Source: an optimization exercise on an open RTL-to-GDS flow (aim: small area, a short achievable clock period and few clock cycles). Production flows keep margins and buffers that such runs may drop.
RTL that was checked went through simulation tests only; none was proved equivalent to the original.
No functional check of the RTL was part of runs 1 to 3.
No activity file was given, so power comes from the tool's default toggle rates.

<file path="flow/flow/run.sh">
#!/bin/bash
# standard layout, with plain buffers on the ports instead of the delay cells
# buffer_ports picks, and a clock tree without dummy loads
set -euo pipefail
bash standard.sh "BUFFER_PORTS_ARGS=-buffer_cell sky130_fd_sc_hd__buf_1" \
  "CTS_ARGS=-sink_clustering_enable -repair_clock_nets -dont_use_dummy_load -sink_clustering_size 30 -buf_list sky130_fd_sc_hd__clkbuf_8 -root_buf sky130_fd_sc_hd__clkbuf_16" \
  finish > standard.log 2>&1
</file>
<file path="flow/standard.sh">
#!/bin/bash
# synth_recipe.tcl (not shown) runs the flow's synth.tcl, then flattens the netlist and writes it again
# the make line also repeats each setting of config.mk as NAME=value (left out here)
make -C /OpenROAD-flow-scripts/flow DESIGN_CONFIG=/design/flow/config.mk WORK_HOME=/design/flow/orfs CLKGATE_MAP_FILE= SYNTH_SCRIPT=/design/flow/synth_recipe.tcl "${@:-finish}"
</file>
<file path="flow/config.mk">
export PLATFORM = sky130hd
export DESIGN_NAME = cab_bridge_top
export DESIGN_NICKNAME = cab_bridge_top
export VERILOG_FILES = /design/flow/design.v
export SDC_FILE = /design/flow/constraint.sdc
export NUM_CORES = 4
export LEC_CHECK = 0
export CAP_MARGIN = 20
export CORE_MARGIN = 2
export CORE_UTILIZATION = 75
export SETUP_SLACK_MARGIN = 3.7
export SLEW_MARGIN = 20
</file>
<file path="flow/constraint.sdc">
create_clock -name core_clock -period 7.0 [get_ports {clk}]
set_input_delay 1.4000 -clock core_clock [delete_from_list [all_inputs] [get_ports {clk}]]
set_output_delay 1.4000 -clock core_clock [all_outputs]
set_load 0.01 [all_outputs]
</file>
<file path="flow/design.v">
package cab_bus_pkg;
  typedef logic [15:0] addr_t;
  typedef logic [31:0] data_t;
  typedef logic [15:0] half_t;
  typedef union packed {
    struct packed {
      logic [13:0] offset;
      logic        rsvd;
      logic        wr;
    } hdr;
    half_t data;
  } sreq_word_u;
  typedef enum logic [1:0] {
    send_addr,
    send_wdata_lo,
    send_wdata_hi
  } send_state_t;
endpackage
package cab_map_pkg;
  localparam int CAB_WINDOW = 4096;
  localparam int HDR_OFS_LSB = 2;
  localparam int DEFAULT_TIMEOUT = 250000;
endpackage
`timescale 1ns/1ns
module cab_bridge #(
  parameter int O_DEPTH = 5,        
  parameter int SLOTS = 1           
) (
  input  logic        clk,
  input  logic        rst_n,
  input  logic [31:0] maddr,
  input  logic [63:0] mwdata,
  input  logic [1:0]  mwr,
  input  logic [1:0]  mreq,
  output logic [1:0]  mrdy,
  output logic [1:0]  mdn,
  output logic [63:0] mrdata,
  input  logic [1:0]  srdy,
  input  logic [1:0]  sack,
  input  logic [31:0] sackdata,
  output logic [1:0]  sreq,
  output logic [31:0] sreqdata
);
  localparam int OC = $clog2(O_DEPTH + 1);
  localparam logic [5:0] T_HIT = 6'b100000;
  logic          cur_m;             
  logic [1:0]    hv;                
  logic [1:0]    hw;                
  logic [9:0]    hofs [2];          
  logic [1:0]    p1, p2;            
  logic [1:0]    cs;                
  logic          wbv;               
  logic [31:0]   wbuf;
  logic [1:0]    o_mem [O_DEPTH];   
  logic [OC-1:0] o_cnt;
  logic [OC-1:0] wd_cnt [2];        
  logic [1:0]    rd_out [2];        
  logic [1:0]    rcnt [2];          
  logic [1:0]    r_wp, r_rp;        
  logic [1:0]    hsel;              
  logic [31:0]   rmem [2][SLOTS];
  logic [5:0]    t_cnt;             
  logic          ans;               
  logic [SLOTS-1:0] sel [2];        
  logic [1:0]    ok_q;              
  logic [1:0]  l_map, l_sl;         
  logic [1:0]  rdy_l;
  logic [1:0]  l_acc;               
  logic        m1;
  logic        a_wr;
  logic [9:0]  a_ofs;
  logic [31:0] a_wd;
  logic [1:0]  push;
  logic        o_push;
  logic        w_push;
  logic        acc;
  logic [1:0]  xfer;
  logic [1:0]  lastw;
  for (genvar m = 0; m < 2; m++) begin : g_lane
    assign l_map[m] = maddr[m*16 + 13 +: 3] == 3'b000;
    assign l_sl[m] = maddr[m*16 + 12];
    assign rdy_l[m] = (l_sl[m] ? ok_q[1] : ok_q[0]) && !(mwr[m] && wbv);
    assign l_acc[m] = mreq[m] && rdy_l[m] && l_map[m];
  end
  assign mrdy = rdy_l;
  assign acc = (mreq[0] && rdy_l[0]) || (mreq[1] && rdy_l[1]);
  assign push[0] = (l_acc[0] && !l_sl[0]) || (l_acc[1] && !l_sl[1]);
  assign push[1] = (l_acc[0] && l_sl[0]) || (l_acc[1] && l_sl[1]);
  assign o_push = l_acc[0] || l_acc[1];
  assign w_push = (l_acc[0] && mwr[0]) || (l_acc[1] && mwr[1]);
  assign m1 = mreq[1];
  assign a_wr = (mreq[0] && mwr[0]) || (mreq[1] && mwr[1]);
  assign a_ofs = ({10{mreq[0]}} & maddr[11:2]) | ({10{mreq[1]}} & maddr[27:18]);
  assign a_wd = ({32{mreq[0]}} & mwdata[31:0]) | ({32{mreq[1]}} & mwdata[63:32]);
  for (genvar s = 0; s < 2; s++) begin : g_x
    assign xfer[s] = srdy[s] && cs[s];
    assign lastw[s] = !hw[s] || p2[s];
  end
  logic          hd_s, hd_w;        
  logic          nh_s, nh_w;        
  logic [OC-1:0] o_base, o_inc;     
  logic          o_left;            
  logic          o_full_nx;
  logic          h_wait;
  logic          t_hit_nx;
  logic [1:0]    hv_nx, hw_nx, p1_nx, p2_nx, cs_nx;
  logic [1:0]    wpop, rpop, rtake;
  logic [1:0]    rd_sent, wr_sent, rpush;
  logic [OC-1:0] wd_nx [2];
  logic [1:0]    wd_nz_nx;
  logic [1:0]    rd_out_nx [2];
  logic [1:0]    rd_nz_nx;
  logic [1:0]    rd_room_nx;
  logic [1:0]    rcnt_nx [2];
  logic [1:0]    rc_nz_nx;
  logic [1:0]    r_rp_nx;
  logic [1:0]    nh_rd;             
  logic          h_wait_nx;
  logic          ans_nx;
  logic          wbv_nx;
  assign {hd_s, hd_w} = o_mem[0];
  assign {nh_s, nh_w} = ans ? o_mem[1] : o_mem[0];
  assign o_base = ans ? o_cnt - 1'b1 : o_cnt;
  assign o_inc = ans ? o_cnt : o_cnt + 1'b1;
  assign o_left = o_base != '0;
  assign o_full_nx = o_push ? (o_inc == OC'(O_DEPTH)) : (o_base == OC'(O_DEPTH));
  for (genvar s = 0; s < 2; s++) begin : g_nx
    logic [OC-1:0] wd_base, wd_inc;
    logic [1:0]    rd_base, rd_inc, rc_base, rc_inc;
    assign nh_rd[s] = o_left && !nh_w && nh_s == s[0];
    assign rd_sent[s] = xfer[s] && !hw[s];
    assign wr_sent[s] = xfer[s] && p2[s];
    assign rpush[s] = sack[s] && hsel[s];
    assign wpop[s] = ans && hd_w && hd_s == s[0];
    assign rpop[s] = ans && !hd_w && hd_s == s[0];
    assign rtake[s] = rpop[s] && rcnt[s] != 2'd0;
    assign wd_base = wpop[s] ? wd_cnt[s] - 1'b1 : wd_cnt[s];
    assign wd_inc = wpop[s] ? wd_cnt[s] : wd_cnt[s] + 1'b1;
    assign wd_nx[s] = wr_sent[s] ? wd_inc : wd_base;
    assign wd_nz_nx[s] = wr_sent[s] || wd_base != '0;
    assign rd_base = rpop[s] ? rd_out[s] - 1'b1 : rd_out[s];
    assign rd_inc = rpop[s] ? rd_out[s] : rd_out[s] + 1'b1;
    assign rd_out_nx[s] = rd_sent[s] ? rd_inc : rd_base;
    assign rd_nz_nx[s] = rd_sent[s] || rd_base != '0;
    assign rd_room_nx[s] = rd_sent[s] ?
        (rd_inc < 2'(SLOTS) || (rd_inc == 2'(SLOTS) && nh_rd[s])) :
        (rd_base < 2'(SLOTS) || (rd_base == 2'(SLOTS) && nh_rd[s]));
    assign rc_base = rtake[s] ? rcnt[s] - 1'b1 : rcnt[s];
    assign rc_inc = rtake[s] ? rcnt[s] : rcnt[s] + 1'b1;
    assign rcnt_nx[s] = (SLOTS > 1) ? (rpush[s] ? rc_inc : rc_base) : {1'b0, rpush[s] || rc_base[0]};
    assign rc_nz_nx[s] = rpush[s] || rc_base != '0;
    assign r_rp_nx[s] = (SLOTS > 1) && (r_rp[s] ^ rtake[s]);
    assign hv_nx[s] = push[s] || (hv[s] && !(xfer[s] && lastw[s]));
    assign hw_nx[s] = push[s] ? a_wr : hw[s];
    assign p1_nx[s] = push[s] ? 1'b0 : xfer[s] ? (hw[s] && !p1[s] && !p2[s]) : p1[s];
    assign p2_nx[s] = push[s] ? 1'b0 : xfer[s] ? p1[s] : p2[s];
    assign cs_nx[s] = hv_nx[s] && (hw_nx[s] || rd_room_nx[s]);
  end
  assign h_wait = o_cnt != '0 && !hd_w && rd_out[hd_s] != '0 && rcnt[hd_s] == '0;
  assign t_hit_nx = h_wait && !ans && t_cnt == T_HIT;
  assign h_wait_nx = o_left && !nh_w && rd_nz_nx[nh_s] && !rc_nz_nx[nh_s];
  assign ans_nx = o_left && (nh_w ? wd_nz_nx[nh_s] : (rc_nz_nx[nh_s] || (t_hit_nx && h_wait_nx)));
  assign wbv_nx = w_push || (wbv && !wr_sent[0] && !wr_sent[1]);
  always_ff @(posedge clk or negedge rst_n) begin
    if (!rst_n) begin
      hv <= '0;
      cs <= '0;
      wbv <= 1'b0;
      o_cnt <= '0;
      ans <= 1'b0;
      r_wp <= '0;
      r_rp <= '0;
      hsel <= '0;
      for (int s = 0; s < 2; s++) begin
        wd_cnt[s] <= '0;
        rd_out[s] <= '0;
        rcnt[s] <= '0;
      end
    end else begin
      hv <= hv_nx;
      cs <= cs_nx;
      wbv <= wbv_nx;
      o_cnt <= o_push ? o_inc : o_base;
      ans <= ans_nx;
      r_rp <= r_rp_nx;
      for (int s = 0; s < 2; s++) begin
        wd_cnt[s] <= wd_nx[s];
        rd_out[s] <= rd_out_nx[s];
        rcnt[s] <= rcnt_nx[s];
        if (sack[s]) hsel[s] <= !hsel[s];
        if (rpush[s] && SLOTS > 1) r_wp[s] <= !r_wp[s];
      end
    end
  end
  always_ff @(posedge clk) begin
    if (acc) cur_m <= m1;
    p1 <= p1_nx;
    p2 <= p2_nx;
    t_cnt <= (h_wait && !ans) ? {t_cnt[4:0], t_cnt[5] ~^ t_cnt[4]} : '0;
    for (int s = 0; s < 2; s++) begin
      for (int k = 0; k < SLOTS; k++) begin
        sel[s][k] <= nh_rd[s] && rc_nz_nx[s] && r_rp_nx[s] == k[0];
      end
      ok_q[s] <= !hv_nx[s] && !o_full_nx;
    end
  end
  always_ff @(posedge clk) begin
    for (int i = 0; i < O_DEPTH; i++) begin
      if (o_push && OC'(i) == o_base) begin
        o_mem[i] <= {push[1], a_wr};
      end else if (ans && i < O_DEPTH - 1) begin
        o_mem[i] <= o_mem[i + 1];
      end
    end
  end
  always_ff @(posedge clk) begin
    for (int s = 0; s < 2; s++) begin
      if (push[s]) begin
        hw[s] <= a_wr;
        hofs[s] <= a_ofs;
      end
      if (sack[s] && !hsel[s]) rmem[s][SLOTS > 1 ? r_wp[s] : 1'b0][15:0] <= sackdata[s*16 +: 16];
      if (sack[s] && hsel[s]) rmem[s][SLOTS > 1 ? r_wp[s] : 1'b0][31:16] <= sackdata[s*16 +: 16];
    end
    if (w_push) wbuf <= a_wd;
  end
  for (genvar s = 0; s < 2; s++) begin : g_out
    assign sreq[s] = srdy[s] && cs[s];
    assign sreqdata[s*16 +: 16] = p1[s] ? wbuf[15:0] :
                                  p2[s] ? wbuf[31:16] : {4'b0, hofs[s], 1'b0, hw[s]};
  end
  assign mdn = {ans && cur_m, ans && !cur_m};
  logic [31:0] rd;
  always_comb begin
    rd = '0;
    for (int s = 0; s < 2; s++)
      for (int k = 0; k < SLOTS; k++)
        rd = rd | ({32{sel[s][k]}} & rmem[s][k]);
  end
  assign mrdata = {rd, rd};
endmodule
`timescale 1ns/1ns
module cab_bridge_top (
  input  logic        clk,
  input  logic        rst_n,
  input  logic [31:0] maddr,
  input  logic [63:0] mwdata,
  input  logic [1:0]  mwr,
  input  logic [1:0]  mreq,
  output logic [1:0]  mrdy,
  output logic [1:0]  mdn,
  output logic [63:0] mrdata,
  input  logic [1:0]  srdy,
  input  logic [1:0]  sack,
  input  logic [31:0] sackdata,
  output logic [1:0]  sreq,
  output logic [31:0] sreqdata
);
  cab_bridge u_bridge (.*);
endmodule
</file>
==> results of run 1 <==
## state kept, by name, summed over array words and instances (netlist names)
register         count
u_bridge.rmem       64
u_bridge.hv          2
u_bridge.o_mem      10
u_bridge.ans         1
u_bridge.p1          2
u_bridge.o_cnt       3
u_bridge.hofs       20
u_bridge.rcnt        2
u_bridge.rd_out      4
u_bridge.p2          2
u_bridge.wd_cnt      6
u_bridge.hw          2
u_bridge.cs          2
u_bridge.hsel        2
u_bridge.t_cnt       6
u_bridge.wbuf       32
u_bridge.ok_q        2
u_bridge.cur_m       1
u_bridge.wbv         1
u_bridge.sel         2
## layer usage
metal,global-route usage,vias up,part of all wire
met5,0,-,0
met3,0.0860,53,0.085
met1,0.382,2870,0.36
met4,0.147,0,0.034
met2,0.588,398,0.52
li1,-,2674,-
## power breakdown
| group | total, mW | switching [mW] | internal [mW] | leakage (nW) |
|---|---|---|---|---|
| Combinational | 1.21 | 0.717 | 0.496 | 1.45 |
| Sequential | 1.55 | 0.259 | 1.29 | 1.58 |
| Clock | 0.514 | 0.285 | 0.230 | 0.127 |
| Total | 3.27 | 1.26 | 2.01 | 3.17 |
## per-stage QoR
step	hold slack [ns]	power, mW	util	setup WS [ns]
finish	0.442	3.27	0.876	3.70
global route	0.461	3.44	0.876	3.68
CTS	0.439	3.22	0.869	3.68
detailed placement	0.428	2.67	0.829	2.78
global placement	0.412	2.60	0.829	2.93
floorplan	0.408	2.35	-	3.78
## kinds of logic (layout without fill, tap and decap cells)
kind of cell	Yosys count	count (layout)	synth area share
adders and majority gates	9	9	0.0142
DFF	166	166	0.604
muxes	36	36	0.0480
and+or+nand+nor	125	125	0.0844
buffers and inverters	92	289	0.0631
AOI/OAI and AO/OA	168	168	0.165
xor gates and xnor gates	18	18	0.0213
## critical path, cell delays in order
cell       delay (ns)
buf_8            0.10
o2bb2ai_4        0.12
nor2_2           0.14
buf_2            0.14
## placed cells by master, fill, tap and decap left out, drive strengths merged, types with 5 or more instances in the layout
cell type  count
buf          248
edfxtp       125
a22o          87
nand2         42
o21ai         33
mux2i         26
inv           24
dfrtp         23
nor2          23
dfxtp         18
clkbuf        17
a21oi         13
nor2b         12
xnor2         11
nand3         10
mux2          10
ha             8
xor2           7
nor3           6
o211ai         6
and3           5
nor4           5
## worst min-delay path by stage
stage,from,endpoint,slack (ns)
2_1_floorplan,u_bridge.t_cnt[2],u_bridge.t_cnt[3],0.41
3_3_place_gp,u_bridge.t_cnt[2],u_bridge.t_cnt[3],0.41
3_5_place_dp,u_bridge.t_cnt[0],u_bridge.t_cnt[1],0.43
4_1_cts,u_bridge.t_cnt[0],u_bridge.t_cnt[1],0.44
5_1_grt,u_bridge.t_cnt[2],u_bridge.t_cnt[3],0.46
6_report,u_bridge.t_cnt[0],u_bridge.t_cnt[1],0.44
## cell type report
cell class | instances | area, um^2
flip-flops and latches | 166 | 4700
multi-input cells | 356 | 2680
fillers | 496 | 1260
repair buffers | 248 | 1030
clock buffers | 17 | 245
well taps | 136 | 170
inverters | 24 | 90.1
## timing repair
action / CTS / global route
gates cloned: 0 / 0
pin swaps: 4 / 1
gates resized for setup: 39 / 11
setup buffers: 6 / 4
setup endpoints to repair: 146 / 28
==> run_results.csv, run 1 <==
group,metric,value,unit
clocking,cts.sinks,166,
route,drc,0,
yosys,ys_ff_latch,166,
power,ir_worst_vdd,264,uV
sta,finalSetupViolCount,0,
placement,hpwlAfterDp,12500,um
finish,fin_area,8920,um^2
placement,placed_cells,920,
route,detail-route-antenna-nets,0,
floorplan,die_y,106,um
floorplan,die-area,11200,um^2
sta,slew_viol_final,0,
yosys,synth_edf_count,125,
placement,portBuffers,235,
yosys,synth_area_leader_cell,"edfxtp_1",
worst_setup_path,start_kind,"primary input",
yosys,ys.warnings.count,11,
grt,grt_pass1_vias,5916,
yosys,avgSynthCellArea,12.7,um^2
route,firstDrtPassIters,6,
sta,fmaxAchievable,303,MHz
power,p_leak,3.17,nW
yosys,synth_common_cells,"edfxtp_1, a22o_1, nand2_1",
worst_setup_path,critPathCaptureType,"output pin",
sta,hold_viol,0,
worst_setup_path,rr_worst_depth,7,
worst_setup_path,worstPathMaxFanout,3,
finish,drive_gt1_frac,0.102,
power,powerDensity,367,nW/um^2
worst_setup_path,worstPathArrival,1.90,ns
worst_hold_path,hold_depth,2,
clocking,cts_tree,"yes",
yosys,ys_async_sr_fraction,0.139,
placement,gp_congestion,0.854,
grt,grt_pass1_wl,28400,um
job,drv_cap,0,
sta,tightest_slew,0.898,ns
yosys,syn_nets,760,
worst_setup_path,cp-startpoint,"mwr[1]",
yosys,synth.distinct_cells,58,
sta,tns,0,ns
sta,slew_headroom,0.401,
yosys,synthesis.area,7770,um^2
floorplan,start_util,0.763,
floorplan,die_w,106,um
placement,placed_area,8450,um^2
worst_setup_path,cp.required,5.60,ns
worst_setup_path,reg2reg_to,"u_bridge.cs[0]",
clocking,cts_hold_buffers,0,
yosys,yosysTopAreaCellShare,0.483,
route,drt_wl_total,18800,um
sta,rsz0062_at_grt,"true",
yosys,syn_inst,614,
grt,grt_overflow_total,0,
grt,grt_use_total,0.333,
worst_hold_path,hold_path_class,"flip-flop to flip-flop",
clocking,clockBufferDepth,2,
yosys,ys_top_cells_by_area,"edfxtp_1, a22o_1, dfrtp_1",
worst_setup_path,r2r_start,"u_bridge.o_cnt[0]",
clocking,clk_pin_slew_worst_paths,0.07,ns
finish,final_nets,959,
worst_setup_path,r2r_slack,4.11,ns
clocking,h-tree-depth,4,
floorplan,core_area,10200,um^2
yosys,ys.flop_type,"edfxtp_1",
route,via_per_inst,6.33,
yosys,synth.most_common_cell,"edfxtp_1",
grt,grt_max_degree,47,
run_status,status,"complete, no violations",
route,vias,5995,
yosys,seq_area_frac_synth,0.604,
worst_setup_path,endpoint,"mrdy[1]",
grt,antenna_found_initial,0,
floorplan,row_count,37,
sta,clock_skew,0.0327,ns
clocking,clockRootBuffer,"clkbuf_16",
finish,final_cell_count_no_fill,947,
finish,antenna_cells,0,
route,wl_per_cell,19.8,um
floorplan,io_pins,240,
finish,area_growth,14.9,%
clocking,cts_buffers,17,
sta,period_needed,3.30,ns
clocking,insertion_delay,0.38,ns
worst_setup_path,critPathKind,"primary input to output pin",
route,drt_iter0_drc,659,
sta,fin_crit_sh,0.472,
==> inputs of run 2 (changes only) <==
--- a/flow/config.mk
+++ b/flow/config.mk
@@ -8,5 +8,5 @@
 export CAP_MARGIN = 20
 export CORE_MARGIN = 2
 export CORE_UTILIZATION = 75
-export SETUP_SLACK_MARGIN = 3.7
+export SETUP_SLACK_MARGIN = 3.8
 export SLEW_MARGIN = 20
==> run_results.csv, run 2 <==
group,metric,value,unit
run_status,status,"complete, no violations",
yosys,seq_area_frac_synth,0.604,
yosys,ys_top_cells_by_area,"edfxtp_1, a22o_1, dfrtp_1",
yosys,ys_ff_latch,166,
grt,grt_overflow_total,0,
route,drc,0,
yosys,avgSynthCellArea,12.7,um^2
finish,final_nets,967,
power,p_leak,3.23,nW
worst_setup_path,worstPathArrival,1.96,ns
finish,fillCellCount,500,
yosys,synth_common_cells,"edfxtp_1, a22o_1, nand2_1",
route,drt_wl_total,19800,um
placement,hpwlAfterDp,13000,um
yosys,synth.distinct_cells,58,
worst_setup_path,worstPathMaxFanout,3,
yosys,synth_edf_count,125,
yosys,yosysTopAreaCellShare,0.483,
power,powerDensity,367,nW/um^2
route,wl_per_cell,20.8,um
floorplan,core_area,10200,um^2
yosys,synth_area_leader_cell,"edfxtp_1",
floorplan,start_util,0.763,
route,detail-route-antenna-nets,0,
clocking,cts_hold_buffers,0,
clocking,cts_buffers,17,
worst_setup_path,path_cells,"buf_8, o2bb2ai_4, nor2_2, buf_2",
sta,fmaxAchievable,298,MHz
finish,fin_area,9020,um^2
sta,hold_viol,0,
power,power,3.31,mW
sta,fin_crit_sh,0.480,
sta,tightest_slew,0.869,ns
yosys,synthesis.area,7770,um^2
placement,pre_cts_ws,2.83,ns
worst_setup_path,cp_top_family,"buffers and inverters",
finish,drive_gt1_frac,0.114,
grt,grt_max_degree,47,
route,vias,6122,
yosys,syn_nets,760,
placement,gp_congestion,0.838,
clocking,cts_tree,"yes",
sta,period_needed,3.36,ns
sta,slew_viol_final,0,
route,via_per_inst,6.41,
power,ir_worst_vdd,213,uV
finish,final_cell_count_no_fill,955,
floorplan,die-area,11200,um^2
worst_hold_path,hold_path_class,"flip-flop to flip-flop",
placement,portBuffers,235,
finish,antenna_cells,0,
worst_setup_path,slowest_delay,0.16,ns
placement,placed_area,8460,um^2
grt,grt_pass1_vias,6034,
sta,tns,0,ns
clocking,h-tree-depth,4,
clocking,clockRootBuffer,"clkbuf_16",
route,firstDrtPassIters,6,
yosys,syn_inst,614,
clocking,clockBufferDepth,2,
grt,grt_pass1_wl,29300,um
yosys,synth.most_common_cell,"edfxtp_1",
worst_setup_path,worst-path-buf-inv,2,
finish,final_cell_mix,"buf_1, edfxtp_1, a22o_1, nand2_1, o21ai_0",
job,drv_cap,0,
finish,area_growth,16.2,%
worst_setup_path,critPathCaptureType,"output pin",
clocking,clk_pin_slew_worst_paths,0.07,ns
placement,placed_cells,921,
yosys,ys.warnings.count,11,
floorplan,die_w,106,um
floorplan,die_y,106,um
worst_setup_path,slowest_stage,"nor2_2",
sta,slew_headroom,0.420,
floorplan,io_pins,240,
worst_setup_path,start_kind,"primary input",
finish,final_common_cell,"buf_1",
yosys,ys.flop_type,"edfxtp_1",
grt,grt_use_total,0.345,
finish,largest_reg_flops,64,
yosys,ys_async_sr_fraction,0.139,
sta,finalSetupViolCount,0,
clocking,cts.sinks,166,
floorplan,row_count,37,
sta,rsz0062_at_grt,"true",
route,drt_iter0_drc,510,
sta,worst_hold_slack,0.439,ns
grt,antenna_found_initial,0,
finish,final_core_util,0.886,
sta,clock_skew,0.0155,ns
worst_setup_path,critPathKind,"primary input to output pin",
sta,layout_setup_ws,3.64,ns
worst_setup_path,cp.required,5.60,ns
clocking,insertion_delay,0.36,ns
## run 2: cell count changes in the layout (fill, tap and decap cells not counted), sizes merged
cell	change
buf	+8
## run 2: cell families (layout without fill, tap and decap cells)
logic type,Yosys count,count (layout),share of synthesized area
AO/OA/AOI/OAI,168,168,0.165
XOR/XNOR,18,18,0.0213
adder cells (fa/ha/maj),9,9,0.0142
buffers and inverters,92,297,0.0631
flip-flops,166,166,0.604
multiplexers,36,36,0.0480
AND/OR/NAND/NOR,125,125,0.0844
## run 2: worst register-to-register path: stages (launching register included)
cell and delay (ns):
dfrtp_1 0.52, inv_1 0.21, ha_1 0.43, nand3_1 0.24, o211ai_1 0.49, o21ai_0 0.17, a2111oi_0 0.63, o2bb2ai_1 0.19
## run 2: worst paths after layout
path                                         from           endpoint  slack [ns]  cells past startpoint
worst min-delay path            u_bridge.t_cnt[0]  u_bridge.t_cnt[1]        0.44                      2
min in group asynchronous                   rst_n  u_bridge.o_cnt[1]        1.02                      2
worst min register to register  u_bridge.t_cnt[0]  u_bridge.t_cnt[1]        0.44                      2
worst max register to register  u_bridge.o_cnt[0]     u_bridge.cs[0]        3.96                      7
worst max-delay path                       mwr[0]            mrdy[0]        3.64                      4
max in group asynchronous                   rst_n       u_bridge.ans        5.71                      2
## run 2: routing by layer
layer | GRT usage | vias up | part of all wire
li1 | - | 2692 | -
met1 | 0.377 | 2931 | 0.34
met2 | 0.635 | 425 | 0.54
met3 | 0.0699 | 74 | 0.084
met4 | 0.169 | 0 | 0.043
met5 | 0 | - | 0
## run 2: cell type report
type | count | area (um^2) | area share
Timing Repair Buffer | 256 | 1120 | 0.124
Multi-Input combinational cell | 356 | 2690 | 0.298
Clock buffer | 17 | 245 | 0.0272
Inverter | 24 | 92.6 | 0.0103
Tap cell | 136 | 170 | 0.0189
Sequential cell | 166 | 4700 | 0.521
## run 2: what timing repair did
action                                  4_1_cts  5_1_grt
resized for setup                            51        9
cloned                                        0        0
endpoints found under the setup margin      173       65
endpoints found under the hold margin         0        0
pin swaps                                     3        4
buffers inserted                             12        5
## run 2: report_power, final
part           internal [mW]  switching (mW)
logic                  0.515           0.728
clock network          0.230           0.287
registers               1.29           0.263
==> inputs of run 3 (changes only) <==
==> flow/flow/run.sh (replaced) <==
#!/bin/bash
# standard layout, with plain buffers on the ports instead of the delay cells
# buffer_ports picks, and a clock tree without dummy loads
set -euo pipefail
bash standard.sh "BUFFER_PORTS_ARGS=-buffer_cell sky130_fd_sc_hd__buf_1" \
  "CTS_ARGS=-sink_clustering_enable -repair_clock_nets -dont_use_dummy_load -sink_clustering_size 24 -sink_clustering_max_diameter 120 -buf_list sky130_fd_sc_hd__clkbuf_8 -root_buf sky130_fd_sc_hd__clkbuf_16" \
  finish > standard.log 2>&1
--- a/flow/config.mk
+++ b/flow/config.mk
@@ -8,5 +8,5 @@
 export CAP_MARGIN = 20
 export CORE_MARGIN = 2
 export CORE_UTILIZATION = 75
-export SETUP_SLACK_MARGIN = 3.8
+export SETUP_SLACK_MARGIN = 3.7
 export SLEW_MARGIN = 20
==> run_results.csv, run 3 <==
group,metric,value,unit
clocking,cts.sinks,166,
power,power,3.27,mW
worst_setup_path,critPathKind,"primary input to output pin",
grt,grt_use_total,0.333,
grt,grt_overflow_total,0,
yosys,yosysTopAreaCellShare,0.483,
finish,largest_reg_flops,64,
yosys,seq_area_frac_synth,0.604,
finish,antenna_cells,0,
clocking,cts_buffers,17,
yosys,ys_async_sr_fraction,0.139,
yosys,syn_nets,760,
grt,grt_max_degree,47,
yosys,ys_top_cells_by_area,"edfxtp_1, a22o_1, dfrtp_1",
finish,final_cell_count_no_fill,947,
yosys,ys_ff_latch,166,
finish,area_growth,14.9,%
power,p_leak,3.17,nW
floorplan,row_count,37,
sta,fmaxAchievable,303,MHz
job,drv_cap,0,
finish,final_cell_mix,"buf_1, edfxtp_1, a22o_1, nand2_1, o21ai_0",
yosys,avgSynthCellArea,12.7,um^2
power,pwr-share-comb,0.370,
route,drc,0,
worst_setup_path,worstPathArrival,1.90,ns
route,drt_iter0_drc,659,
yosys,synth.distinct_cells,58,
sta,finalSetupViolCount,0,
floorplan,start_util,0.763,
power,ir_worst_vdd,264,uV
clocking,h-tree-depth,4,
sta,slew_headroom,0.401,
sta,hold_viol,0,
power,pwr-share-seq,0.473,
yosys,synth_area_leader_cell,"edfxtp_1",
sta,slew_viol_final,0,
sta,clock_skew,0.0327,ns
placement,hpwlAfterDp,12500,um
placement,placed_cells,920,
grt,grt_pass1_vias,5916,
route,wl_per_cell,19.8,um
yosys,ys.flop_type,"edfxtp_1",
clocking,insertion_delay,0.38,ns
route,firstDrtPassIters,6,
worst_setup_path,critPathCaptureType,"output pin",
sta,rsz0062_at_grt,"true",
placement,portBuffers,235,
finish,final_nets,959,
power,p_int,2.01,mW
route,detail-route-antenna-nets,0,
worst_setup_path,cp.required,5.60,ns
clocking,clockBufferDepth,2,
sta,period_needed,3.30,ns
route,via_per_inst,6.33,
sta,fin_crit_sh,0.472,
route,drt_wl_total,18800,um
clocking,clk_pin_slew_worst_paths,0.07,ns
power,p_sw_frac,0.385,
finish,final_common_cell,"buf_1",
yosys,synth.most_common_cell,"edfxtp_1",
grt,grt_pass1_wl,28400,um
yosys,synth_edf_count,125,
yosys,synth_common_cells,"edfxtp_1, a22o_1, nand2_1",
route,vias,5995,
clocking,cts_hold_buffers,0,
floorplan,io_pins,240,
worst_hold_path,hold_path_class,"flip-flop to flip-flop",
yosys,syn_inst,614,
yosys,ys.warnings.count,11,
grt,antenna_found_initial,0,
run_status,status,"complete, no violations",
placement,gp_congestion,0.854,
clocking,clockRootBuffer,"clkbuf_16",
floorplan,die_w,106,um
finish,drive_gt1_frac,0.102,
floorplan,die-area,11200,um^2
sta,tightest_slew,0.898,ns
worst_setup_path,start_kind,"primary input",
worst_setup_path,worstPathMaxFanout,3,
sta,tns,0,ns
yosys,synthesis.area,7770,um^2
floorplan,core_area,10200,um^2
power,clockPowerShare,0.157,
clocking,cts_tree,"yes",
power,powerDensity,367,nW/um^2
floorplan,die_y,106,um
power,netSwitchingPower,1.26,mW
-- run 3: cell counts after synthesis --
No cell type changed its count.
-- run 3: logic make-up after synthesis --
group                      Yosys count  synth area share
and+or+nand+nor                    125            0.0844
buffers and inverters               92            0.0631
muxes                               36            0.0480
AOI/OAI and AO/OA                  168             0.165
DFF                                166             0.604
xor gates and xnor gates            18            0.0213
adders and majority gates            9            0.0142
-- run 3: routing by layer --
| metal | share of wire | wire length [um] | global-route usage | up-vias |
|---|---|---|---|---|
| li1 | - | - | - | 2674 |
| met2 | 0.52 | 9790 | 0.588 | 398 |
| met5 | 0 | 0 | 0 | - |
| met4 | 0.034 | 632 | 0.147 | 0 |
| met3 | 0.085 | 1590 | 0.0860 | 53 |
| met1 | 0.36 | 6750 | 0.382 | 2870 |
-- run 3: what timing repair did --
action	in CTS	in global routing
pin swaps	4	1
setup endpoints to repair	146	28
resized for setup	39	11
hold endpoints to repair	0	0
setup buffers	6	4
-- run 3: metrics by stage --
stage | util | hold WS, ns | area [um^2] | worst slack, ns
finish | 0.876 | 0.442 | 8920 | 3.70
global route | 0.876 | 0.461 | 8920 | 3.68
CTS | 0.869 | 0.439 | 8850 | 3.68
detailed placement | 0.829 | 0.428 | 8450 | 2.78
global placement | 0.829 | 0.412 | 8450 | 2.93
floorplan | - | 0.408 | 7770 | 3.78
-- run 3: area by class of cell --
type                            instances  area, um^2
Multi-Input combinational cell        356        2680
Sequential cell                       166        4700
Inverter                               24        90.1
Tap cell                              136         170
Fill cell                             496        1260
Clock buffer                           17         245
Timing Repair Buffer                  248        1030
-- run 3: path summary, 6_finish.rpt --
| kind | startpoint | endpoint | slack [ns] | cells after the start |
|---|---|---|---|---|
| max | mwr[1] | mrdy[1] | 3.70 | 4 |
| min | u_bridge.t_cnt[0] | u_bridge.t_cnt[1] | 0.44 | 2 |
| max reg2reg | u_bridge.o_cnt[0] | u_bridge.cs[0] | 4.11 | 7 |
| min reg2reg | u_bridge.t_cnt[0] | u_bridge.t_cnt[1] | 0.44 | 2 |
| max in group asynchronous | rst_n | u_bridge.ans | 5.71 | 2 |
| min in group asynchronous | rst_n | u_bridge.rd_out[0][0] | 1.00 | 2 |
-- run 3: power by group through the flow --
stage / combinational, mW / clock, mW / sequential [mW]
6_report: 1.21 / 0.514 / 1.55
5_1_grt: 1.31 / 0.560 / 1.57
4_1_cts: 1.17 / 0.517 / 1.53
3_5_place_dp: 1.13 / 0 / 1.54
3_3_place_gp: 1.08 / 0 / 1.52
2_1_floorplan: 0.971 / 0 / 1.38
-- run 3: worst max-delay path, cell delays in order --
cell       delay, ns
buf_8           0.10
o2bb2ai_4       0.12
nor2_2          0.14
buf_2           0.14
==> inputs of run 4 (changes only) <==
--- a/flow/design.v
+++ b/flow/design.v
@@ -53,7 +53,7 @@
   logic [31:0]   wbuf;
   logic [1:0]    o_mem [O_DEPTH];   
   logic [OC-1:0] o_cnt;
-  logic [OC-1:0] wd_cnt [2];        
+  logic [OC-1:0] wpos;              
   logic [1:0]    rd_out [2];        
   logic [1:0]    rcnt [2];          
   logic [1:0]    r_wp, r_rp;        
@@ -104,10 +104,9 @@
   logic          h_wait;
   logic          t_hit_nx;
   logic [1:0]    hv_nx, hw_nx, p1_nx, p2_nx, cs_nx;
-  logic [1:0]    wpop, rpop, rtake;
+  logic [1:0]    rpop, rtake;
   logic [1:0]    rd_sent, wr_sent, rpush;
-  logic [OC-1:0] wd_nx [2];
-  logic [1:0]    wd_nz_nx;
+  logic          nh_sent;           
   logic [1:0]    rd_out_nx [2];
   logic [1:0]    rd_nz_nx;
   logic [1:0]    rd_room_nx;
@@ -125,19 +124,13 @@
   assign o_left = o_base != '0;
   assign o_full_nx = o_push ? (o_inc == OC'(O_DEPTH)) : (o_base == OC'(O_DEPTH));
   for (genvar s = 0; s < 2; s++) begin : g_nx
-    logic [OC-1:0] wd_base, wd_inc;
     logic [1:0]    rd_base, rd_inc, rc_base, rc_inc;
     assign nh_rd[s] = o_left && !nh_w && nh_s == s[0];
     assign rd_sent[s] = xfer[s] && !hw[s];
     assign wr_sent[s] = xfer[s] && p2[s];
     assign rpush[s] = sack[s] && hsel[s];
-    assign wpop[s] = ans && hd_w && hd_s == s[0];
     assign rpop[s] = ans && !hd_w && hd_s == s[0];
     assign rtake[s] = rpop[s] && rcnt[s] != 2'd0;
-    assign wd_base = wpop[s] ? wd_cnt[s] - 1'b1 : wd_cnt[s];
-    assign wd_inc = wpop[s] ? wd_cnt[s] : wd_cnt[s] + 1'b1;
-    assign wd_nx[s] = wr_sent[s] ? wd_inc : wd_base;
-    assign wd_nz_nx[s] = wr_sent[s] || wd_base != '0;
     assign rd_base = rpop[s] ? rd_out[s] - 1'b1 : rd_out[s];
     assign rd_inc = rpop[s] ? rd_out[s] : rd_out[s] + 1'b1;
     assign rd_out_nx[s] = rd_sent[s] ? rd_inc : rd_base;
@@ -159,7 +152,9 @@
   assign h_wait = o_cnt != '0 && !hd_w && rd_out[hd_s] != '0 && rcnt[hd_s] == '0;
   assign t_hit_nx = h_wait && !ans && t_cnt == T_HIT;
   assign h_wait_nx = o_left && !nh_w && rd_nz_nx[nh_s] && !rc_nz_nx[nh_s];
-  assign ans_nx = o_left && (nh_w ? wd_nz_nx[nh_s] : (rc_nz_nx[nh_s] || (t_hit_nx && h_wait_nx)));
+  assign nh_sent = w_push || !wbv || wr_sent[0] || wr_sent[1] ||
+                   (ans ? wpos != OC'(1) : wpos != '0);
+  assign ans_nx = o_left && (nh_w ? nh_sent : (rc_nz_nx[nh_s] || (t_hit_nx && h_wait_nx)));
   assign wbv_nx = w_push || (wbv && !wr_sent[0] && !wr_sent[1]);
   always_ff @(posedge clk or negedge rst_n) begin
     if (!rst_n) begin
@@ -172,7 +167,6 @@
       r_rp <= '0;
       hsel <= '0;
       for (int s = 0; s < 2; s++) begin
-        wd_cnt[s] <= '0;
         rd_out[s] <= '0;
         rcnt[s] <= '0;
       end
@@ -184,7 +178,6 @@
       ans <= ans_nx;
       r_rp <= r_rp_nx;
       for (int s = 0; s < 2; s++) begin
-        wd_cnt[s] <= wd_nx[s];
         rd_out[s] <= rd_out_nx[s];
         rcnt[s] <= rcnt_nx[s];
         if (sack[s]) hsel[s] <= !hsel[s];
@@ -194,6 +187,7 @@
   end
   always_ff @(posedge clk) begin
     if (acc) cur_m <= m1;
+    wpos <= w_push ? o_base : ans ? wpos - 1'b1 : wpos;
     p1 <= p1_nx;
     p2 <= p2_nx;
     t_cnt <= (h_wait && !ans) ? {t_cnt[4:0], t_cnt[5] ~^ t_cnt[4]} : '0;
==> flow/flow/run.sh (replaced) <==
#!/bin/bash
# standard layout, with plain buffers on the ports instead of the delay cells
# buffer_ports picks, and a clock tree without dummy loads
set -euo pipefail
bash standard.sh "BUFFER_PORTS_ARGS=-buffer_cell sky130_fd_sc_hd__buf_1" \
  "CTS_ARGS=-sink_clustering_enable -repair_clock_nets -dont_use_dummy_load -sink_clustering_size 30 -buf_list sky130_fd_sc_hd__clkbuf_8 -root_buf sky130_fd_sc_hd__clkbuf_16" \
  finish > standard.log 2>&1
--- a/flow/config.mk
+++ b/flow/config.mk
@@ -8,5 +8,5 @@
 export CAP_MARGIN = 20
 export CORE_MARGIN = 2
 export CORE_UTILIZATION = 75
-export SETUP_SLACK_MARGIN = 3.7
+export SETUP_SLACK_MARGIN = 3.6
 export SLEW_MARGIN = 20
==> run_results.csv, run 4 <==
group,metric,value,unit
worst_setup_path,r2r_start,"u_bridge.o_cnt[0]",
sta,tns,0,ns
power,ir_worst_vdd,300,uV
placement,portBuffers,235,
worst_setup_path,start_kind,"primary input",
yosys,syn_nets,710,
placement,gp_congestion,0.926,
route,firstDrtPassIters,7,
clocking,clk_pin_slew_worst_paths,0.07,ns
sta,slew_headroom,0.308,
finish,final_cell_mix,"buf_1, edfxtp_1, a22o_1, nand2_1, o21ai_0",
finish,largest_reg_flops,64,
clocking,cts.sinks,163,
run_status,status,"complete, no violations",
clocking,h-tree-depth,4,
yosys,synth_area_leader_cell,"edfxtp_1",
route,vias,5592,
power,p_sw_frac,0.375,
route,drt_iter0_drc,490,
clocking,insertion_delay,0.37,ns
sta,rsz0062_at_grt,"false",
yosys,synth.distinct_cells,63,
finish,antenna_cells,0,
sta,finalSetupViolCount,0,
sta,clock_skew,0.0270,ns
power,pwr-share-comb,0.357,
worst_setup_path,reg2reg_to,"u_bridge.cs[1]",
worst_setup_path,path_cells,"buf_6, and2b_2, nor2_4, buf_2",
worst_hold_path,holdPathEnd,"u_bridge.t_cnt[2]",
worst_setup_path,worstPathMaxFanout,5,
worst_hold_path,hold_depth,2,
clocking,clockBufferDepth,2,
worst_setup_path,rr_worst_depth,7,
yosys,synth_edf_count,128,
grt,grt_max_degree,47,
power,netSwitchingPower,1.16,mW
worst_hold_path,min_from,"u_bridge.t_cnt[1]",
power,clockPowerShare,0.164,
grt,grt_use_total,0.327,
grt,grt_pass1_wl,27300,um
finish,drive_gt1_frac,0.0870,
yosys,ys.warnings.count,9,
yosys,ys.flop_type,"edfxtp_1",
route,wl_per_cell,19.9,um
placement,placed_area,8210,um^2
worst_setup_path,critPathCaptureType,"output pin",
floorplan,start_util,0.772,
finish,fin_area,8570,um^2
sta,layout_setup_ws,3.61,ns
floorplan,row_count,36,
clocking,cts_buffers,17,
route,drt_wl_total,17700,um
floorplan,io_pins,240,
placement,pre_cts_ws,2.76,ns
worst_setup_path,slowest_delay,0.22,ns
floorplan,die_w,104,um
worst_setup_path,r2r_slack,4.54,ns
placement,hpwlAfterDp,12300,um
sta,slew_viol_final,0,
route,drc,0,
yosys,yosysTopAreaCellShare,0.512,
grt,grt_pass1_vias,5559,
route,via_per_inst,6.27,
yosys,ys_async_sr_fraction,0.104,
worst_setup_path,slowest_stage,"and2b_2",
clocking,cts_hold_buffers,0,
sta,hold_viol,0,
power,p_int,1.93,mW
yosys,synthesis.area,7510,um^2
power,pwr-share-seq,0.479,
finish,final_nets,906,
finish,final_common_cell,"buf_1",
power,p_leak,2.98,nW
worst_setup_path,cp.required,5.60,ns
route,detail-route-antenna-nets,0,
yosys,ys_ff_latch,163,
yosys,synth.most_common_cell,"edfxtp_1",
job,drv_cap,0,
worst_hold_path,hold_path_class,"flip-flop to flip-flop",
power,powerDensity,361,nW/um^2
worst_setup_path,critPathKind,"primary input to output pin",
yosys,avgSynthCellArea,13.3,um^2
sta,tightest_slew,1.04,ns
finish,fillCellCount,466,
grt,antenna_found_initial,0,
grt,grt_overflow_total,0,
yosys,syn_inst,565,
sta,fmaxAchievable,295,MHz
floorplan,die-area,10800,um^2
worst_setup_path,worstPathArrival,1.99,ns
sta,fin_crit_sh,0.484,
clocking,cts_tree,"yes",
floorplan,die_y,104,um
floorplan,core_area,9730,um^2
yosys,seq_area_frac_synth,0.617,
clocking,clockRootBuffer,"clkbuf_16",
finish,area_growth,14.2,%
yosys,synth_common_cells,"edfxtp_1, a22o_1, nand2_1",
sta,period_needed,3.39,ns
yosys,ys_top_cells_by_area,"edfxtp_1, a22o_1, dfrtp_1",
==> run 4: cell types whose count changed after synthesis, moves of 4 or more <==
cell / delta
nand2_1: -5
mux2_1: +6
mux2_2: -9
nor2b_1: -5
nand3_1: -7
o31ai_1: -4
o21ai_0: -4
dfrtp_1: -6
o211ai_1: -4
==> run 4: power groups by stage <==
| stage | clock network [mW] | registers, mW | logic [mW] |
|---|---|---|---|
| floorplan | 0 | 1.35 | 0.881 |
| global placement | 0 | 1.47 | 1.01 |
| detailed placement | 0 | 1.48 | 1.05 |
| CTS | 0.509 | 1.47 | 1.08 |
| global route | 0.547 | 1.51 | 1.18 |
| finish | 0.508 | 1.48 | 1.10 |
==> run 4: logic make-up after synthesis <==
group	after synthesis	synth area share
flip-flops	163	0.617
AO/OA/AOI/OAI	154	0.161
AND/OR/NAND/NOR	104	0.0778
buffers and inverters	84	0.0598
multiplexers	36	0.0528
XOR/XNOR	14	0.0163
adder cells (fa/ha/maj)	10	0.0158
==> run 4: routing by layer <==
| metal | up-vias | track usage | share of wire |
|---|---|---|---|
| li1 | 2506 | - | - |
| met1 | 2616 | 0.388 | 0.35 |
| met2 | 409 | 0.577 | 0.52 |
| met3 | 61 | 0.0714 | 0.093 |
| met4 | 0 | 0.142 | 0.033 |
| met5 | - | 0 | 0 |
==> run 4: area by class of cell <==
cell class,count,area (um^2),area share
Sequential cell,163,4640,0.541
Multi-Input combinational cell,318,2490,0.290
Timing Repair Buffer,239,947,0.111
Tap cell,133,166,0.0194
Inverter,22,85.1,0.00993
Clock buffer,17,245,0.0286
==> run 4: metrics by stage <==
stage	hold WS (ns)	cells	utilization	power, mW
floorplan	0.404	565	-	2.23
global placement	0.411	873	0.843	2.48
detailed placement	0.421	873	0.843	2.53
CTS	0.431	892	0.878	3.06
global route	0.463	892	0.881	3.24
finish	0.430	892	0.881	3.09
==> run 4: worst max-delay path by stage <==
stage	from	to	slack, ns	cells after the start
global route	maddr[12]	mrdy[0]	3.59	4
finish	maddr[12]	mrdy[0]	3.61	4
global placement	mreq[1]	u_bridge.wbuf[14]	2.76	5
detailed placement	mreq[1]	u_bridge.cs[1]	2.76	6
CTS	maddr[28]	mrdy[1]	3.61	4
floorplan	maddr[30]	u_bridge.wbuf[0]	3.65	4
==> run 4: critical path, delay by kind of cell <==
family                 cells  cell delay (ns)
AND/OR/NAND/NOR            2             0.34
buffers and inverters      2             0.24
==> run 4: timing repair <==
item	in CTS	in global routing
pin swaps	2	1
buffers inserted	2	0
resized for setup	23	9
hold endpoints to repair	0	0
endpoints found under the setup margin	57	16
Testbench counts of run 4, summed over its fixed seeds: cycles 37,465.
==> inputs of run 5 (changes only) <==
--- a/flow/config.mk
+++ b/flow/config.mk
@@ -7,6 +7,6 @@
 export LEC_CHECK = 0
 export CAP_MARGIN = 20
 export CORE_MARGIN = 2
-export CORE_UTILIZATION = 75
-export SETUP_SLACK_MARGIN = 3.6
+export CORE_UTILIZATION = 80
+export SETUP_SLACK_MARGIN = 3.7
 export SLEW_MARGIN = 20
==> run_results.csv, run 5 <==
group,metric,value,unit
sta,tightest_slew,0.918,ns
floorplan,die-area,10200,um^2
yosys,synth_common_cells,"edfxtp_1, a22o_1, nand2_1",
route,detail-route-antenna-nets,0,
grt,antenna_found_initial,1,
finish,area_growth,15.5,%
placement,gp_congestion,0.878,
floorplan,io_pins,240,
worst_setup_path,critPathKind,"primary input to output pin",
route,drt_iter0_drc,1106,
placement,placed_cells,851,
power,ir_worst_vdd,299,uV
clocking,cts_hold_buffers,0,
grt,grt_max_degree,47,
clocking,clockBufferDepth,2,
worst_setup_path,worstPathMaxFanout,4,
sta,slew_headroom,0.388,
sta,tns,0,ns
grt,grt_overflow_total,0,
route,vias,6647,
grt,grt_pass1_wl,33500,um
grt,grt_use_total,0.452,
floorplan,core_area,9150,um^2
route,via_per_inst,7.54,
power,p_leak,3.04,nW
yosys,avgSynthCellArea,13.3,um^2
worst_setup_path,start_kind,"primary input",
clocking,cts.sinks,163,
floorplan,row_count,35,
yosys,synth_edf_count,128,
placement,hpwlAfterDp,13400,um
worst_hold_path,hold_depth,2,
worst_setup_path,critPathCaptureType,"output pin",
yosys,seq_area_frac_synth,0.617,
worst_setup_path,worstPathArrival,1.97,ns
route,firstDrtPassIters,9,
grt,use_met3,0.105,
yosys,syn_nets,710,
finish,largest_reg_flops,64,
clocking,insertion_delay,0.37,ns
sta,fmaxAchievable,297,MHz
yosys,syn_inst,565,
yosys,synthesis.area,7510,um^2
floorplan,die_y,101,um
floorplan,die_w,101,um
yosys,ys.flop_type,"edfxtp_1",
yosys,synth.most_common_cell,"edfxtp_1",
placement,portBuffers,235,
clocking,clockRootBuffer,"clkbuf_16",
route,drt_wl_total,24900,um
grt,gr-usage-met1,0.526,
worst_setup_path,reg2reg_to,"u_bridge.o_mem[2][1]",
worst_setup_path,cp.required,5.60,ns
sta,hold_viol,0,
finish,final_core_util,0.948,
yosys,synth.distinct_cells,63,
clocking,cts_tree,"yes",
finish,drive_gt1_frac,0.112,
route,wl_per_cell,28.2,um
sta,fin_crit_sh,0.482,
worst_setup_path,r2r_start,"u_bridge.o_cnt[0]",
yosys,ys_async_sr_fraction,0.104,
job,drv_cap,0,
finish,final_cell_mix,"buf_1, edfxtp_1, a22o_1, nand2_1, o21ai_0",
sta,period_needed,3.37,ns
yosys,ys.warnings.count,9,
worst_setup_path,r2r_slack,4.23,ns
worst_hold_path,holdPathEnd,"u_bridge.t_cnt[2]",
sta,rsz0062_at_grt,"true",
clocking,cts_buffers,17,
power,powerDensity,382,nW/um^2
sta,finalSetupViolCount,0,
route,drc,0,
finish,final_nets,917,
grt,busiest_layer,"met2",
finish,fillCellCount,245,
finish,final_cell_count_no_fill,882,
sta,clock_skew,0.0189,ns
grt,grt_pass1_vias,6086,
yosys,synth_area_leader_cell,"edfxtp_1",
clocking,clk_pin_slew_worst_paths,0.08,ns
finish,final_common_cell,"buf_1",
worst_setup_path,rr_worst_depth,7,
yosys,ys_top_cells_by_area,"edfxtp_1, a22o_1, dfrtp_1",
worst_hold_path,min_from,"u_bridge.t_cnt[1]",
yosys,ys_ff_latch,163,
worst_hold_path,hold_path_class,"flip-flop to flip-flop",
floorplan,start_util,0.820,
sta,slew_viol_final,0,
yosys,yosysTopAreaCellShare,0.512,
grt,use_met2,0.764,
clocking,h-tree-depth,4,
run_status,status,"complete, no violations",
-- run 5: cell counts after synthesis --
Identical to the previous run, type by type.
-- run 5: how the worst max path moves through the flow --
| stage | start | endpoint | slack [ns] | depth (start not counted) |
|---|---|---|---|---|
| final | maddr[28] | mrdy[1] | 3.63 | 4 |
| after detailed placement | mreq[0] | u_bridge.cs[1] | 2.72 | 6 |
| after global routing | mwr[0] | mrdy[0] | 3.64 | 4 |
| after CTS | mreq[0] | u_bridge.cs[1] | 3.59 | 6 |
| after floorplan | maddr[30] | u_bridge.cs[1] | 3.79 | 6 |
| after global placement | mreq[1] | u_bridge.cs[1] | 2.86 | 6 |
-- run 5: cell families (layout without fill, tap and decap cells) --
family | count (synthesis) | in the layout | share of synthesized area
flops | 163 | 163 | 0.617
compound gates | 154 | 154 | 0.161
simple gates | 104 | 104 | 0.0778
buf+inv | 84 | 289 | 0.0598
mux | 36 | 36 | 0.0528
xor+xnor | 14 | 14 | 0.0163
fa+ha+maj | 10 | 10 | 0.0158
other cells | 0 | 1 | 0
-- run 5: timing repair --
action	in CTS	in global routing
resized for setup	38	13
setup buffers	7	5
setup endpoints to repair	107	50
pin swaps	3	4
gates cloned	1	0
-- run 5: worst max-delay path, cell delays in order --
cell     delay [ns]
buf_8          0.11
and2b_2        0.23
nor2_4         0.12
buf_6          0.11
-- run 5: final cells by class --
class,count,area [um^2],share of cell area
Antenna cell,1,2.50,0.000289
Multi-Input combinational cell,318,2500,0.288
Sequential cell,163,4640,0.535
Inverter,22,88.8,0.0102
Timing Repair inverter,1,7.51,0.000866
Timing Repair Buffer,249,1050,0.121
Clock buffer,17,245,0.0283
Tap cell,111,139,0.0160
-- run 5: where the power goes --
part	switching, mW	internal, mW
combinational	0.809	0.456
clock	0.305	0.230
sequential	0.249	1.27
-- run 5: routing by layer --
layer  share of wire  vias up
li1                -     2522
met1            0.29     2983
met2            0.48      917
met3            0.15      225
met4           0.084        0
met5               0        -
-- run 5: per-stage QoR --
step	setup slack, ns	power, mW	area [um^2]	hold WS (ns)
floorplan	3.79	2.23	7520	0.404
global placement	2.86	2.47	8190	0.410
detailed placement	2.72	2.55	8190	0.441
CTS	3.59	3.12	8590	0.440
global route	3.64	3.38	8670	0.464
finish	3.63	3.32	8670	0.472
==> inputs of run 6 (changes only) <==
--- a/flow/config.mk
+++ b/flow/config.mk
@@ -7,6 +7,6 @@
 export LEC_CHECK = 0
 export CAP_MARGIN = 20
 export CORE_MARGIN = 2
-export CORE_UTILIZATION = 80
+export CORE_UTILIZATION = 70
 export SETUP_SLACK_MARGIN = 3.7
 export SLEW_MARGIN = 20
==> run_results.csv, run 6 <==
group,metric,value,unit
finish,drive_gt1_frac,0.106,
finish,final_nets,917,
yosys,synth_edf_count,128,
power,ir_worst_vdd,265,uV
yosys,syn_inst,565,
worst_hold_path,hold_path_class,"flip-flop to flip-flop",
finish,final_cell_count_no_fill,906,
yosys,seq_area_frac_synth,0.617,
worst_setup_path,start_kind,"primary input",
placement,gp_congestion,0.845,
power,powerDensity,356,nW/um^2
finish,final_common_cell,"buf_1",
clocking,clk_pin_slew_worst_paths,0.06,ns
yosys,yosysTopAreaCellShare,0.512,
sta,slew_viol_final,0,
route,drt_iter0_drc,418,
yosys,ys_async_sr_fraction,0.104,
sta,clock_skew,0.0182,ns
route,drc,0,
yosys,ys_ff_latch,163,
yosys,syn_nets,710,
power,p_leak,3.04,nW
power,pwr-share-seq,0.478,
sta,finalSetupViolCount,0,
route,firstDrtPassIters,5,
grt,grt_pass1_vias,5296,
sta,rsz0062_at_grt,"true",
worst_setup_path,critPathCaptureType,"output pin",
worst_setup_path,critPathKind,"primary input to output pin",
yosys,synth_common_cells,"edfxtp_1, a22o_1, nand2_1",
yosys,synth.distinct_cells,63,
yosys,ys.warnings.count,9,
yosys,ys_top_cells_by_area,"edfxtp_1, a22o_1, dfrtp_1",
grt,grt_max_degree,47,
worst_setup_path,cp.required,5.60,ns
sta,tightest_slew,0.896,ns
floorplan,row_count,37,
finish,antenna_cells,0,
route,drt_wl_total,17400,um
route,detail-route-antenna-nets,0,
job,drv_cap,0,
floorplan,io_pins,240,
yosys,avgSynthCellArea,13.3,um^2
yosys,synthSimpleGateAreaFrac,0.0778,
sta,fmaxAchievable,300,MHz
yosys,synth_area_leader_cell,"edfxtp_1",
route,via_per_inst,6.03,
worst_setup_path,worstPathMaxFanout,4,
yosys,synth_top_family_by_area,"compound AO/OA/AOI/OAI gates",
route,vias,5466,
floorplan,die-area,11600,um^2
yosys,synthesis.area,7510,um^2
floorplan,die_w,108,um
placement,hpwlAfterDp,12200,um
sta,fin_crit_sh,0.477,
clocking,cts_buffers,17,
floorplan,core_area,10400,um^2
finish,final_cell_mix,"buf_1, edfxtp_1, a22o_1, nand2_1, o21ai_0",
sta,hold_viol,0,
grt,grt_use_total,0.298,
worst_setup_path,path_cells,"buf_8, and2b_2, nor2_2, buf_2",
worst_setup_path,rr_worst_depth,7,
yosys,synth_fa_ha_area_frac,0.0158,
sta,tns,0,ns
clocking,cts.sinks,163,
clocking,clockRootBuffer,"clkbuf_16",
finish,area_growth,15.7,%
placement,portBuffers,235,
grt,grt_overflow_total,0,
power,p_sw_frac,0.369,
clocking,cts_tree,"yes",
clocking,cts_hold_buffers,0,
finish,largest_reg_flops,64,
worst_setup_path,slowest_stage,"and2b_2",
sta,slew_headroom,0.403,
worst_setup_path,worstPathArrival,1.94,ns
power,power,3.09,mW
clocking,clockBufferDepth,2,
yosys,synthMuxAreaShare,0.0528,
placement,placed_cells,876,
yosys,synth.most_common_cell,"edfxtp_1",
power,netSwitchingPower,1.14,mW
run_status,status,"complete, no violations",
yosys,synth-xor-area-share,0.0163,
clocking,h-tree-depth,4,
grt,grt_pass1_wl,25800,um
power,clockPowerShare,0.165,
worst_hold_path,hold_depth,2,
grt,antenna_found_initial,0,
yosys,synth_compound_area_frac,0.161,
floorplan,die_y,108,um
sta,period_needed,3.34,ns
worst_setup_path,slowest_delay,0.20,ns
power,pwr-share-comb,0.357,
floorplan,start_util,0.724,
power,p_int,1.95,mW
yosys,ys.flop_type,"edfxtp_1",
finish,fillCellCount,572,
route,wl_per_cell,19.2,um
clocking,insertion_delay,0.36,ns
[run 6: timing repair]
item,CTS,global route
pin swaps,3,2
gates cloned,1,0
resized for setup,31,15
setup endpoints to repair,130,32
buffers inserted,8,3
[run 6: cell type report]
class / count / area (um^2) / area share
Timing Repair Buffer: 249 / 1050 / 0.121
Tap cell: 136 / 170 / 0.0196
Sequential cell: 163 / 4640 / 0.534
Clock buffer: 17 / 245 / 0.0282
Timing Repair inverter: 1 / 7.51 / 0.000864
Inverter: 22 / 86.3 / 0.00994
Multi-Input combinational cell: 318 / 2490 / 0.287
[run 6: routing by layer]
metal	share of wire	vias up	GRT usage
met5	0	-	0
met4	0.023	0	0.0925
met3	0.066	36	0.0672
met2	0.54	278	0.540
met1	0.38	2627	0.352
li1	-	2525	-
[run 6: path summary, 6_finish.rpt]
check,from,endpoint,slack (ns)
max,maddr[12],mrdy[0],3.66
max in group asynchronous,rst_n,u_bridge.ans,5.64
min in group asynchronous,rst_n,u_bridge.o_cnt[0],0.91
max reg2reg,u_bridge.o_cnt[0],u_bridge.cs[1],4.56
min reg2reg,u_bridge.t_cnt[2],u_bridge.t_cnt[3],0.44
min,u_bridge.t_cnt[2],u_bridge.t_cnt[3],0.44
[run 6: per-stage QoR]
stage / setup slack [ns] / cell area [um^2] / hold slack, ns / utilization
2_1_floorplan: 3.79 / 7520 / 0.404 / -
5_1_grt: 3.64 / 8690 / 0.449 / 0.838
3_3_place_gp: 2.81 / 8220 / 0.411 / 0.793
4_1_cts: 3.63 / 8600 / 0.436 / 0.830
6_report: 3.66 / 8690 / 0.441 / 0.838
3_5_place_dp: 2.69 / 8220 / 0.421 / 0.793
[run 6: critical path: cells and delay by family]
kind	cells	cell delay (ns)
buffers and inverters	2	0.25
and+or+nand+nor	2	0.29
[run 6: power by group through the flow]
stage | sequential (mW) | combinational (mW) | clock, mW
4_1_cts | 1.47 | 1.08 | 0.512
6_report | 1.48 | 1.10 | 0.510
3_3_place_gp | 1.47 | 1.01 | 0
5_1_grt | 1.50 | 1.20 | 0.553
2_1_floorplan | 1.35 | 0.882 | 0
3_5_place_dp | 1.48 | 1.05 | 0
[run 6: cells by family after synthesis]
family / after synthesis
flops: 163
mux: 36
simple gates: 104
compound gates: 154
xor+xnor: 14
buf+inv: 84
fa+ha+maj: 10
==> inputs of run 7 (changes only) <==
--- a/flow/config.mk
+++ b/flow/config.mk
@@ -7,6 +7,6 @@
 export LEC_CHECK = 0
 export CAP_MARGIN = 20
 export CORE_MARGIN = 2
-export CORE_UTILIZATION = 70
+export CORE_UTILIZATION = 75
 export SETUP_SLACK_MARGIN = 3.7
 export SLEW_MARGIN = 20
==> run_results.csv, run 7 <==
group,metric,value,unit
sta,clock_skew,0.0236,ns
route,drc,0,
clocking,clockRootBuffer,"clkbuf_16",
power,p_leak,3.03,nW
yosys,ys_top_cells_by_area,"edfxtp_1, a22o_1, dfrtp_1",
worst_setup_path,reg2reg_to,"u_bridge.o_mem[1][1]",
yosys,ys_async_sr_fraction,0.104,
worst_hold_path,hold_path_class,"flip-flop to flip-flop",
clocking,cts_tree,"yes",
finish,drive_gt1_frac,0.108,
worst_setup_path,worstPathMaxFanout,4,
yosys,synth.distinct_cells,63,
yosys,ys.flop_type,"edfxtp_1",
worst_setup_path,r2r_start,"u_bridge.o_cnt[0]",
route,via_per_inst,6.33,
floorplan,io_pins,240,
floorplan,die-area,10800,um^2
route,drt_iter0_drc,484,
sta,rsz0062_at_grt,"true",
placement,gp_congestion,0.884,
grt,grt_max_degree,47,
route,wl_per_cell,20.7,um
power,power,3.11,mW
yosys,yosysTopAreaCellShare,0.512,
yosys,synth_common_cells,"edfxtp_1, a22o_1, nand2_1",
sta,finalSetupViolCount,0,
grt,grt_overflow_total,0,
worst_hold_path,min_from,"u_bridge.t_cnt[0]",
worst_setup_path,critPathCaptureType,"output pin",
clocking,insertion_delay,0.37,ns
worst_setup_path,start_kind,"primary input",
worst_setup_path,r2r_slack,4.58,ns
placement,portBuffers,235,
floorplan,start_util,0.772,
floorplan,die_w,104,um
sta,slew_headroom,0.407,
worst_hold_path,hold_depth,2,
floorplan,die_y,104,um
yosys,ys.warnings.count,9,
power,ir_worst_vdd,264,uV
yosys,seq_area_frac_synth,0.617,
sta,tns,0,ns
route,detail-route-antenna-nets,0,
finish,final_core_util,0.890,
yosys,synth_area_leader_cell,"edfxtp_1",
worst_setup_path,cp.required,5.60,ns
worst_setup_path,worstPathArrival,1.95,ns
job,drv_cap,0,
placement,hpwlAfterDp,12700,um
finish,final_common_cell,"buf_1",
sta,fin_crit_sh,0.479,
finish,largest_reg_flops,64,
power,powerDensity,359,nW/um^2
clocking,h-tree-depth,4,
floorplan,row_count,36,
sta,slew_viol_final,0,
yosys,synth.most_common_cell,"edfxtp_1",
grt,antenna_found_initial,0,
route,firstDrtPassIters,5,
clocking,cts_buffers,17,
yosys,synthesis.area,7510,um^2
worst_setup_path,critPathKind,"primary input to output pin",
finish,final_nets,916,
grt,grt_pass1_wl,28200,um
grt,grt_use_total,0.338,
yosys,syn_nets,710,
clocking,clockBufferDepth,2,
yosys,synth_edf_count,128,
run_status,status,"complete, no violations",
clocking,clk_pin_slew_worst_paths,0.06,ns
clocking,cts_hold_buffers,0,
yosys,ys_ff_latch,163,
sta,fmaxAchievable,299,MHz
sta,tightest_slew,0.889,ns
clocking,cts.sinks,163,
yosys,syn_inst,565,
grt,grt_pass1_vias,5668,
finish,antenna_cells,0,
route,drt_wl_total,18700,um
finish,fillCellCount,446,
sta,hold_viol,0,
route,vias,5708,
worst_hold_path,holdPathEnd,"u_bridge.t_cnt[1]",
sta,period_needed,3.35,ns
yosys,avgSynthCellArea,13.3,um^2
finish,final_cell_mix,"buf_1, edfxtp_1, a22o_1, nand2_1, o21ai_0",
finish,area_growth,15.4,%
worst_setup_path,rr_worst_depth,7,
floorplan,core_area,9730,um^2
## run 7: changes by cell type in the layout (fill, tap and decap cells not counted), sizes merged
cell,before,now
buf,247,243
clkbuf,19,22
## run 7: cell families (layout without fill, tap and decap cells)
family	after synthesis	after routing	share of synthesized area
AOI/OAI and AO/OA	154	154	0.161
and+or+nand+nor	104	104	0.0778
adders and majority gates	10	10	0.0158
buffers and inverters	84	288	0.0598
DFF	163	163	0.617
xor gates and xnor gates	14	14	0.0163
muxes	36	36	0.0528
## run 7: timing repair
action | in CTS | in global routing
gates cloned | 1 | 0
resized for setup | 33 | 10
pin swaps | 2 | 4
setup endpoints to repair | 124 | 5
setup buffers | 6 | 5
## run 7: critical path: stages
cell and delay, ns:
buf_8 0.11, and2b_2 0.22, nor2_4 0.11, buf_6 0.11
## run 7: how the worst max path moves through the flow
stage	startpoint	end	slack, ns	cells past startpoint
floorplan	maddr[30]	u_bridge.cs[1]	3.79	6
global placement	mreq[1]	u_bridge.cs[1]	2.81	6
detailed placement	mreq[1]	u_bridge.cs[1]	2.71	6
CTS	maddr[28]	mrdy[1]	3.63	4
global route	mreq[1]	u_bridge.o_mem[1][1]	3.62	6
finish	maddr[28]	mrdy[1]	3.65	4
## run 7: metrics by stage
| stage | cells | hold slack (ns) | setup slack (ns) | cell area, um^2 |
|---|---|---|---|---|
| 2_1_floorplan | 565 | 0.404 | 3.79 | 7520 |
| 3_3_place_gp | 873 | 0.410 | 2.81 | 8220 |
| 3_5_place_dp | 873 | 0.432 | 2.71 | 8220 |
| 4_1_cts | 897 | 0.439 | 3.63 | 8590 |
| 5_1_grt | 902 | 0.463 | 3.62 | 8660 |
| 6_report | 902 | 0.439 | 3.65 | 8660 |
## run 7: area by class of cell
type                            instances  area [um^2]  area share
Clock buffer                           17          245      0.0283
Sequential cell                       163         4640       0.535
Multi-Input combinational cell        318         2490       0.287
Tap cell                              133          166      0.0192
Timing Repair inverter                  1         7.51    0.000867
Timing Repair Buffer                  248         1030       0.119
Inverter                               22         86.3     0.00997
## run 7: where the power goes
group / switching, mW / leakage, nW / internal [mW]
registers: 0.221 / 1.54 / 1.27
clock network: 0.281 / 0.127 / 0.229
logic: 0.662 / 1.37 / 0.453
total: 1.16 / 3.03 / 1.95
## run 7: routing by layer
metal / GRT usage / vias to the layer above / part of all wire
met5: 0 / - / 0
met4: 0.169 / 0 / 0.042
met3: 0.0739 / 73 / 0.084
met2: 0.591 / 404 / 0.52
met1: 0.396 / 2708 / 0.35
li1: - / 2523 / -

-- port drivers added, routing unchanged --
Ports are ideal in the flow. The routed layouts listed here were re-timed in OpenROAD.
Step 1: set_driving_cell puts a clkbuf_16 on clk and a buf_2 on each other input, an assumption about the parent block.
Step 2 times the ports against the registers' clock, not the clock port: input delays grow and output delays shrink by t, the midpoint of the rising clock arrivals with the driver on.
Three values: ideal, step 1, step 2; two values: the first two.
run | t (ns) | setup slack, ns | slew at the worst register clock pin (ns) | pins driven straight from the clock port
run 1 | 0.401 | 3.697 / 3.647 / 3.383 | 0.09 / 0.09 | 1
run 2 | 0.399 | 3.643 / 3.593 / 3.497 | 0.08 / 0.08 | 1
run 3 | 0.401 | 3.697 / 3.647 / 3.383 | 0.09 / 0.09 | 1
run 4 | 0.396 | 3.614 / 3.583 / 3.284 | 0.08 / 0.08 | 1
run 5 | 0.404 | 3.628 / 3.583 / 3.270 | 0.10 / 0.10 | 1
run 6 | 0.394 | 3.664 / 3.623 / 3.423 | 0.08 / 0.08 | 1
run 7 | 0.401 | 3.650 / 3.608 / 3.318 | 0.09 / 0.09 | 1
After both steps setup and hold are still met in every run listed. The setup slack of run 5, which loses most, moves by -0.045 ns with the drivers and by -0.358 ns with both steps.
